From an optimization exercise on the open Yosys and OpenROAD flow, aimed at a short achievable clock period and few clock cycles per item; shortcuts taken in it are not production practice.
Function not checked in this run: the RTL went through the layout flow alone.
Power figures rest on the tool's default switching activity, not on a simulated workload.

[flow/design.v]
package fetch_pkg;
    typedef logic [32-1:0] addr_t;
    typedef enum logic [6:0] {
        OP_BRANCH = 7'b1100011,
        OP_JALR   = 7'b1100111,
        OP_JAL    = 7'b1101111
    } opcode_t;
endpackage
module fetch_fsm (
    input  logic             clk,
    input  logic             rst,
    input  logic             redirect_valid,
    input  fetch_pkg::addr_t redirect_pc,
    input  logic             icache_req_ready,
    input  logic             icache_resp_valid,
    input  fetch_pkg::addr_t icache_resp_data,
    input  logic             inst_ready,
    input  logic             pred_taken,
    input  fetch_pkg::addr_t pred_target,
    output logic             icache_req_valid,
    output fetch_pkg::addr_t icache_req_addr,
    output fetch_pkg::addr_t pc,
    output logic             issue,
    output fetch_pkg::addr_t issue_word,
    output logic             inst_valid,
    output fetch_pkg::addr_t inst,
    output fetch_pkg::addr_t inst_pc,
    output logic             inst_pred_taken,
    output fetch_pkg::addr_t inst_pred_target
);
    logic             st_req;
    logic             st_wait;
    logic             st_hold;
    logic             slot_free;
    logic [32-1:2] req_addr;
    fetch_pkg::addr_t hold_data;
    assign slot_free = !inst_valid || inst_ready;
    assign icache_req_valid = st_req;
    assign icache_req_addr  = {req_addr, 2'b00};
    assign issue      = !redirect_valid && slot_free
                        && (st_hold || (st_wait && icache_resp_valid));
    assign issue_word = st_hold ? hold_data : icache_resp_data;
    always_ff @(posedge clk) begin
        if (rst) begin
            st_req     <= 1'b1;
            st_wait    <= 1'b0;
            st_hold    <= 1'b0;
            pc         <= 32'haaaaa000;
            req_addr   <= 32'haaaaa000 >> 2;
            inst_valid <= 1'b0;
        end else if (redirect_valid) begin
            st_req     <= 1'b1;
            st_wait    <= 1'b0;
            st_hold    <= 1'b0;
            pc         <= redirect_pc;
            req_addr   <= redirect_pc[32-1:2];
            inst_valid <= 1'b0;
        end else begin
            if (st_req && icache_req_ready) begin
                st_req  <= 1'b0;
                st_wait <= 1'b1;
            end
            if (st_wait && icache_resp_valid && !issue) begin
                st_wait <= 1'b0;
                st_hold <= 1'b1;
            end
            if (issue) begin
                st_req     <= 1'b1;
                st_wait    <= 1'b0;
                st_hold    <= 1'b0;
                pc         <= pred_target;
                req_addr   <= pred_target[32-1:2];
                inst_valid <= 1'b1;
            end else if (inst_ready) begin
                inst_valid <= 1'b0;
            end
        end
    end
    always_ff @(posedge clk) begin
        if (issue) begin
            inst             <= issue_word;
            inst_pc          <= pc;
            inst_pred_taken  <= pred_taken;
            inst_pred_target <= pred_target;
        end
        if (st_wait && icache_resp_valid) begin
            hold_data <= icache_resp_data;
        end
    end
endmodule
module branch_target_buffer (
    input  logic             clk,
    input  logic             rst,
    input  fetch_pkg::addr_t lookup_pc,
    input  logic             update_valid,
    input  fetch_pkg::addr_t update_pc,
    input  fetch_pkg::addr_t update_target,
    output logic             hit,
    output fetch_pkg::addr_t target
);
    localparam int IDX_W = $clog2(32);
    localparam int TAG_W = 32 - IDX_W;
    logic                  entry_valid  [32];
    logic [TAG_W-1:0]      entry_tag    [32];
    fetch_pkg::addr_t      entry_target [32];
    logic [IDX_W-1:0]      lookup_idx;
    logic [IDX_W-1:0]      update_idx;
    logic [TAG_W-1:0]      lookup_tag;
    logic [TAG_W-1:0]      update_tag;
    logic                  bypass;
    logic                  row_valid;
    logic [TAG_W-1:0]      row_tag;
    fetch_pkg::addr_t      row_target;
    assign lookup_idx = lookup_pc[IDX_W+1:2];
    assign update_idx = update_pc[IDX_W+1:2];
    assign lookup_tag = {lookup_pc[32-1:IDX_W+2], lookup_pc[1:0]};
    assign update_tag = {update_pc[32-1:IDX_W+2], update_pc[1:0]};
    assign bypass     = update_valid && (update_idx == lookup_idx);
    always_ff @(posedge clk) begin
        if (rst) begin
            for (int i = 0; i < 32; i++) begin
                entry_valid[i] <= 1'b0;
            end
        end else if (update_valid) begin
            entry_valid[update_idx] <= 1'b1;
        end
    end
    always_ff @(posedge clk) begin
        if (!rst && update_valid) begin
            entry_tag[update_idx]    <= update_tag;
            entry_target[update_idx] <= update_target;
        end
    end
    always_ff @(posedge clk) begin
        if (rst) begin
            row_valid <= 1'b0;
        end else if (bypass) begin
            row_valid <= 1'b1;
        end else begin
            row_valid <= entry_valid[lookup_idx];
        end
        if (bypass) begin
            row_tag    <= update_tag;
            row_target <= update_target;
        end else begin
            row_tag    <= entry_tag[lookup_idx];
            row_target <= entry_target[lookup_idx];
        end
    end
    assign hit    = row_valid && (row_tag == lookup_tag);
    assign target = row_target;
endmodule
module return_stack (
    input logic  clk,
    input logic  rst,
    input logic  flush,
    input  logic             ras_push,
    input  fetch_pkg::addr_t ras_push_addr,
    input  logic             ras_pop,
    output fetch_pkg::addr_t ras_top_addr,
    output logic             ras_empty
);
    localparam int CNT_W = $clog2(8 + 1);
    localparam logic [CNT_W-1:0] FULL = CNT_W'(8);
    fetch_pkg::addr_t stack_mem [8];
    logic [CNT_W-1:0] count;
    logic             do_push;
    logic             do_pop;
    logic             do_replace;
    assign ras_top_addr = stack_mem[0];
    assign ras_empty    = (count == '0);
    assign do_replace = ras_push && ras_pop && !ras_empty;
    assign do_push    = ras_push && !do_replace;
    assign do_pop     = ras_pop && !ras_push && !ras_empty;
    always_ff @(posedge clk) begin
        if (rst || flush) begin
            count <= '0;
        end else if (do_push) begin
            if (count != FULL) begin
                count <= count + 1'b1;
            end
        end else if (do_pop) begin
            count <= count - 1'b1;
        end
    end
    always_ff @(posedge clk) begin
        if (do_push) begin
            stack_mem[0] <= ras_push_addr;
            for (int i = 1; i < 8; i++) begin
                stack_mem[i] <= stack_mem[i-1];
            end
        end else if (do_replace) begin
            stack_mem[0] <= ras_push_addr;
        end else if (do_pop) begin
            for (int i = 0; i < 8 - 1; i++) begin
                stack_mem[i] <= stack_mem[i+1];
            end
        end
    end
endmodule
module branch_predecode (
    input  logic             issue,
    input  fetch_pkg::addr_t issue_word,
    input  fetch_pkg::addr_t pc,
    input  logic             btb_hit,
    input  fetch_pkg::addr_t btb_target,
    output logic             ras_push,
    output fetch_pkg::addr_t ras_push_addr,
    output logic             ras_pop,
    input  fetch_pkg::addr_t ras_top_addr,
    input  logic             ras_empty,
    output logic             pred_taken,
    output fetch_pkg::addr_t pred_target
);
    logic               is_branch;
    logic               is_jal;
    logic               is_jalr;
    logic               is_jump;
    logic [4:0]         rd;
    logic [4:0]         rs1;
    logic               rd_link;
    logic               rs1_link;
    logic [20:0]        j_imm;
    fetch_pkg::addr_t   pc_plus4;
    fetch_pkg::addr_t   jal_target;
    logic [21:0]        low_sum;
    logic [10:0]        pc_hi;
    logic [10:0]        pc_hi_inc;
    logic [10:0]        pc_hi_dec;
    logic [10:0]        hi_sum;
    logic               use_ras;
    logic               use_btb;
    assign is_branch = (issue_word[6:0] == fetch_pkg::OP_BRANCH);
    assign is_jal    = (issue_word[6:0] == fetch_pkg::OP_JAL);
    assign is_jalr   = (issue_word[6:0] == fetch_pkg::OP_JALR);
    assign is_jump   = is_jal || is_jalr;
    assign rd  = issue_word[11:7];
    assign rs1 = issue_word[19:15];
    assign rd_link  = (rd == 5'd1) || (rd == 5'd5);
    assign rs1_link = (rs1 == 5'd1) || (rs1 == 5'd5);
    assign j_imm = {issue_word[31], issue_word[19:12], issue_word[20],
                    issue_word[30:21], 1'b0};
    assign pc_plus4 = pc + 32'd4;
    assign low_sum   = {1'b0, pc[20:0]} + {1'b0, j_imm};
    assign pc_hi     = pc[31:21];
    assign pc_hi_inc = pc_hi + 11'd1;
    assign pc_hi_dec = pc_hi - 11'd1;
    always_comb begin
        case ({j_imm[20], low_sum[21]})
            2'b01:   hi_sum = pc_hi_inc;
            2'b10:   hi_sum = pc_hi_dec;
            default: hi_sum = pc_hi;
        endcase
    end
    assign jal_target = {hi_sum, low_sum[20:0]};
    assign ras_push_addr = pc_plus4;
    always_comb begin
        ras_push = 1'b0;
        ras_pop  = 1'b0;
        if (issue && is_jump) begin
            case ({rd_link, rs1_link})
                2'b01: ras_pop = 1'b1;
                2'b10: ras_push = 1'b1;
                2'b11: begin
                    ras_push = 1'b1;
                    ras_pop  = (rd != rs1);
                end
                default: ;
            endcase
        end
    end
    assign pred_taken = is_jump || (is_branch && btb_hit);
    assign use_ras    = is_jalr && rs1_link && !ras_empty;
    assign use_btb    = pred_taken && btb_hit;
    always_comb begin
        if (use_ras) begin
            pred_target = ras_top_addr;
        end else if (use_btb) begin
            pred_target = btb_target;
        end else if (is_jal) begin
            pred_target = jal_target;
        end else begin
            pred_target = pc_plus4;
        end
    end
endmodule
module fetch_stage (
    input  logic             clk,
    input  logic             rst,
    input  logic             redirect_valid,
    input  fetch_pkg::addr_t redirect_pc,
    output logic             icache_req_valid,
    output fetch_pkg::addr_t icache_req_addr,
    input  logic             icache_req_ready,
    input  logic             icache_resp_valid,
    input  fetch_pkg::addr_t icache_resp_data,
    output logic             inst_valid,
    output fetch_pkg::addr_t inst,
    output fetch_pkg::addr_t inst_pc,
    output logic             inst_pred_taken,
    output fetch_pkg::addr_t inst_pred_target,
    input  logic             inst_ready,
    input  logic             btb_update_valid,
    input  fetch_pkg::addr_t btb_update_pc,
    input  fetch_pkg::addr_t btb_update_target
);
    fetch_pkg::addr_t pc;
    logic             issue;
    fetch_pkg::addr_t issue_word;
    logic             pred_taken;
    fetch_pkg::addr_t pred_target;
    logic             btb_hit;
    fetch_pkg::addr_t btb_target;
    logic             ras_push;
    fetch_pkg::addr_t ras_push_addr;
    logic             ras_pop;
    fetch_pkg::addr_t ras_top_addr;
    logic             ras_empty;
    fetch_fsm fetch_fsm_inst (
        .clk              (clk),
        .rst              (rst),
        .redirect_valid   (redirect_valid),
        .redirect_pc      (redirect_pc),
        .icache_req_ready (icache_req_ready),
        .icache_resp_valid(icache_resp_valid),
        .icache_resp_data (icache_resp_data),
        .inst_ready       (inst_ready),
        .pred_taken       (pred_taken),
        .pred_target      (pred_target),
        .icache_req_valid (icache_req_valid),
        .icache_req_addr  (icache_req_addr),
        .pc               (pc),
        .issue            (issue),
        .issue_word       (issue_word),
        .inst_valid       (inst_valid),
        .inst             (inst),
        .inst_pc          (inst_pc),
        .inst_pred_taken  (inst_pred_taken),
        .inst_pred_target (inst_pred_target)
    );
    branch_target_buffer branch_target_buffer_inst (
        .clk          (clk),
        .rst          (rst),
        .lookup_pc    (pc),
        .update_valid (btb_update_valid),
        .update_pc    (btb_update_pc),
        .update_target(btb_update_target),
        .hit          (btb_hit),
        .target       (btb_target)
    );
    return_stack return_stack_inst (
        .clk  (clk),
        .rst  (rst),
        .flush(redirect_valid),
        .ras_push     (ras_push),
        .ras_push_addr(ras_push_addr),
        .ras_pop      (ras_pop),
        .ras_top_addr (ras_top_addr),
        .ras_empty    (ras_empty)
    );
    branch_predecode branch_predecode_inst (
        .issue      (issue),
        .issue_word (issue_word),
        .pc         (pc),
        .btb_hit    (btb_hit),
        .btb_target (btb_target),
        .ras_push     (ras_push),
        .ras_push_addr(ras_push_addr),
        .ras_pop      (ras_pop),
        .ras_top_addr (ras_top_addr),
        .ras_empty    (ras_empty),
        .pred_taken (pred_taken),
        .pred_target(pred_target)
    );
endmodule
[flow/run.sh]
#!/bin/bash
# synth_recipe.tcl (not shown) runs the flow's synth.tcl, then flattens the netlist and writes it again
# the make line also repeats each setting of config.mk as NAME=value (left out here)
make -C /OpenROAD-flow-scripts/flow DESIGN_CONFIG=/design/flow/config.mk WORK_HOME=/design/flow/orfs CLKGATE_MAP_FILE= SYNTH_SCRIPT=/design/flow/synth_recipe.tcl finish
[flow/config.mk]
export PLATFORM = sky130hd
export DESIGN_NAME = fetch_stage
export DESIGN_NICKNAME = fetch_stage
export VERILOG_FILES = /design/flow/design.v
export SDC_FILE = /design/flow/constraint.sdc
export NUM_CORES = 4
export LEC_CHECK = 0
export ABC_CLOCK_PERIOD_IN_PS = 2400
export CAP_MARGIN = 20
export CORE_MARGIN = 2
export CORE_UTILIZATION = 40
export SETUP_SLACK_MARGIN = 3.5
export SLEW_MARGIN = 20
[flow/constraint.sdc]
create_clock -name core_clock -period 6.0 [get_ports {clk}]
set_input_delay 1.2000 -clock core_clock [delete_from_list [all_inputs] [get_ports {clk}]]
set_output_delay 1.2000 -clock core_clock [all_outputs]
set_load 0.01 [all_outputs]
==> results.txt <==
EDFF count, synth 2,273; Worst Setup EP return_stack_inst.count[3]; VDD IR-drop max 248 µV; post-synthesis async set-or-reset flop share 0%; final instance area 121,000 µm²; TritonCTS clock tree yes; Crit Path Class reg2reg; critical path launch point type register; synth top area cells edfxtp_1 (72%), mux4_2 (14%), dfxtp_1 (2.9%); RSZ-0062 raised after global routing yes; fmax approximately 0.2 GHz; WL/cell 32.6 µm; Synth Flop Type edfxtp_1; syn_area_per_cell 21.1 µm²; top cell type's share of synthesized area 72.1%; most frequent cells after synthesis edfxtp_1 (2,273), mux4_2 (600), mux2_2 (228); worst-margin pin slew ~1100 ps; I/O pins 266; Total Routing Usage GR 23.3%; Placer Congestion 0.875; CP endpoint kind register; Num CTS Buffers roughly 240; fin crit share 83.7%; core area 235,000 µm²; global-route wire length before repair 398 mm; Worst R2R Path Depth 31; number of synthesized register bits 2,410; cts hold-fix bufs 0; worst r2r dst return_stack_inst.count[3]; die height 490 µm; WHS Path Cells 0; post-synthesis cell type count 83; TritonRoute pass-1 iters 5; Final ANT Viol Nets 0; initial DRC count 6,140; CP dominant cell by count buf_6; Hold WS 430 ps; sequential share of the synthesized area 75.0%; post-layout min period 5020 ps; Pwr per Cell Area roughly 300 nW/µm²; via count a little over 50,000; H-tree levels 4; R2R Setup Slk 980 ps; number of global-route vias before repair 50,613; drt drc 0; setup ws final between 900 and 1000 ps; R2R Path Start fetch_fsm_inst.st_hold; Initial Utilization 40.3%; YS warnings 5; CTS clock-pin slew for the worst setup and hold paths 60 ps; CTS sink cnt 2,410; status no timing/DRC/antenna violations; Mapped Area between 90,000 and 100,000 µm²; critical path's largest stage delay 390 ps; count leader, synth edfxtp_1; Leak 38.4 nW; pin count of the biggest net entering global routing 98; GRT Residual Overflow 0; CP required between 6000 and 7000 ps; HPWL Detailed between 100 and 150 mm; Final Power 0.0360 W; max-slew violations 0; initial antenna violation count 33; Nets 5,606; total die area 241,000 µm²; CTS Buffer Depth 3; Yosys top cell by area edfxtp_1; Util after Layout 51.5%; Post-Synthesis Cells 4,493; slowest CP cell nor4_4; clk latency of the worst-skew pair 910 ps; dpl ws -281 ps; routed wire length between 200 and 300 mm; CTS Root Cell clkbuf_16; Vias/cell between 5 and 6; final setup vio count 0; crit path max fanout 7; Std-Cell Rows 178; crit path launch fetch_fsm_inst.st_hold; Fin. Hold Viols 0; layout cells sized above 1 42.3%; Layout Skew a little over 70 ps; # port buffers between 200 and 300; worst min-delay path category reg2reg; Worst EP arrival 5860 ps; Area growth syn-to-layout 27.9%; DIE WIDTH 490 µm; Worst slew margin between 20% and 30%; max cap viols 0; Post-DP Area 104,000 µm²
-- stage by stage --
step	TNS, ps	std cells
final	0	8808
after global routing	0	8802
after CTS	0	8669
after detailed placement	-1660	7848
after global placement	-1280	7848
after floorplan	0	4494
-- flip-flops by register name (all words and copies together) (netlist names), named ones only --
register,count
branch_target_buffer_inst.row_target,32
branch_target_buffer_inst.entry_target,1024
fetch_fsm_inst.inst_pred_target,32
branch_target_buffer_inst.row_valid,1
return_stack_inst.stack_mem,256
return_stack_inst.count,4
fetch_fsm_inst.pc,3
branch_target_buffer_inst.entry_valid,32
fetch_fsm_inst.st_wait,1
fetch_fsm_inst.inst_pc,32
fetch_fsm_inst.st_hold,1
fetch_fsm_inst.req_addr,29
branch_target_buffer_inst.entry_tag,864
fetch_fsm_inst.inst,32
fetch_fsm_inst.st_req,1
fetch_fsm_inst.inst_pred_taken,1
branch_target_buffer_inst.row_tag,27
fetch_fsm_inst.inst_valid,1
fetch_fsm_inst.hold_data,32
-- worst max-delay path, delay by kind of cell (launching register included) --
family | cells | cell delay, ps
xor+xnor | 1 | 120
buf+inv | 21 | 2230
fa+ha+maj | 1 | 190
simple gates | 2 | 750
flops | 1 | 360
mux | 1 | 320
compound gates | 5 | 980
-- logic make-up (layout without fill, tap and decap cells) --
family,after synthesis,count (layout),synth area share (%)
and+or+nand+nor,408,414,2.06
AOI/OAI and AO/OA,356,358,2.38
muxes,901,901,17.8
buffers and inverters,292,1438,1.47
DFF,2410,2410,75.0
other,1,12,0.00396
xor gates and xnor gates,89,89,0.823
adders and majority gates,36,36,0.500
-- layer usage --
metal  global-route usage (%)  wire length, µm  up-vias
li1                         -                -    20625
met1                     31.9           115000    27315
met2                     37.6           139000     2400
met3                     4.42            23100      534
met4                     8.09            10600       14
met5                        0               82        -
-- final cells by class --
cell class	count	area, µm²
Fill cell	18249	114000
Sequential cell	2410	71100
Multi-Input combinational cell	1800	25300
Timing Repair Buffer	965	12800
Clock buffer	311	6380
Tap cell	3150	3940
Clock inverter	140	1320
Inverter	19	108
Timing Repair inverter	3	26.3
Antenna cell	10	25.0
-- placed cells by master (no fill, tap or decap), types with 54 or more instances in the layout --
master           count
buf_16             115
edfxtp_1          2273
nor2_1              54
buf_6              169
dfxtp_1            100
clkbuf_16          267
mux2_4             213
nor2_4              61
clkinv_2            66
xnor2_1             56
clkbuf_1            58
buf_4              249
nand2_1            135
clkdlybuf4s50_1    109
mux4_2             600
buf_2              104
buf_12             142
-- power breakdown --
| group | total, W | internal [W] | switching (W) |
|---|---|---|---|
| logic | 0.00258 | 0.00122 | 0.00135 |
| clock network | 0.0147 | 0.00828 | 0.00646 |
| registers | 0.0187 | 0.0185 | 0.000161 |
| total | 0.0360 | 0.0280 | 0.00798 |
-- worst min path at each step --
stage / startpoint / to
floorplan: branch_target_buffer_inst.entry_valid[10] / branch_target_buffer_inst.entry_valid[10]
global placement: return_stack_inst.stack_mem[6][18] / return_stack_inst.stack_mem[7][18]
detailed placement: return_stack_inst.stack_mem[6][27] / return_stack_inst.stack_mem[7][27]
CTS: return_stack_inst.stack_mem[6][11] / return_stack_inst.stack_mem[7][11]
global route: return_stack_inst.stack_mem[6][11] / return_stack_inst.stack_mem[7][11]
finish: return_stack_inst.stack_mem[6][11] / return_stack_inst.stack_mem[7][11]
-- timing repair --
item / in CTS / in global routing
resized for setup: 1223 / 205
pin swaps: 78 / 49
setup endpoints to repair: 2663 / 1266
cloned: 105 / 33
setup buffers: 265 / 95

static timing again, ports no longer ideal:
Ports are ideal in the flow. The routed layout listed here was re-timed in OpenROAD.
Step 1: set_driving_cell puts a clkbuf_16 on clk and a buf_2 on each other input, an assumption about the parent block.
Step 2 also shifts input and output timing later by t, the mid clock arrival at the registers, as if the neighbouring blocks saw the same clock.
Three values: ideal ports, drivers, drivers and shift; two values: the first two.
shift t [ns]: 0.967
setup WS [ns]: 0.975 / 0.975 / 0.065
worst setup path after step 2: input to register
clock arrival spread, ns: 0.071 / 0.071
After both steps this run still meets setup and hold. For this run, drivers alone change the setup slack by 0.000 ns; drivers and shift together by -0.910 ns.
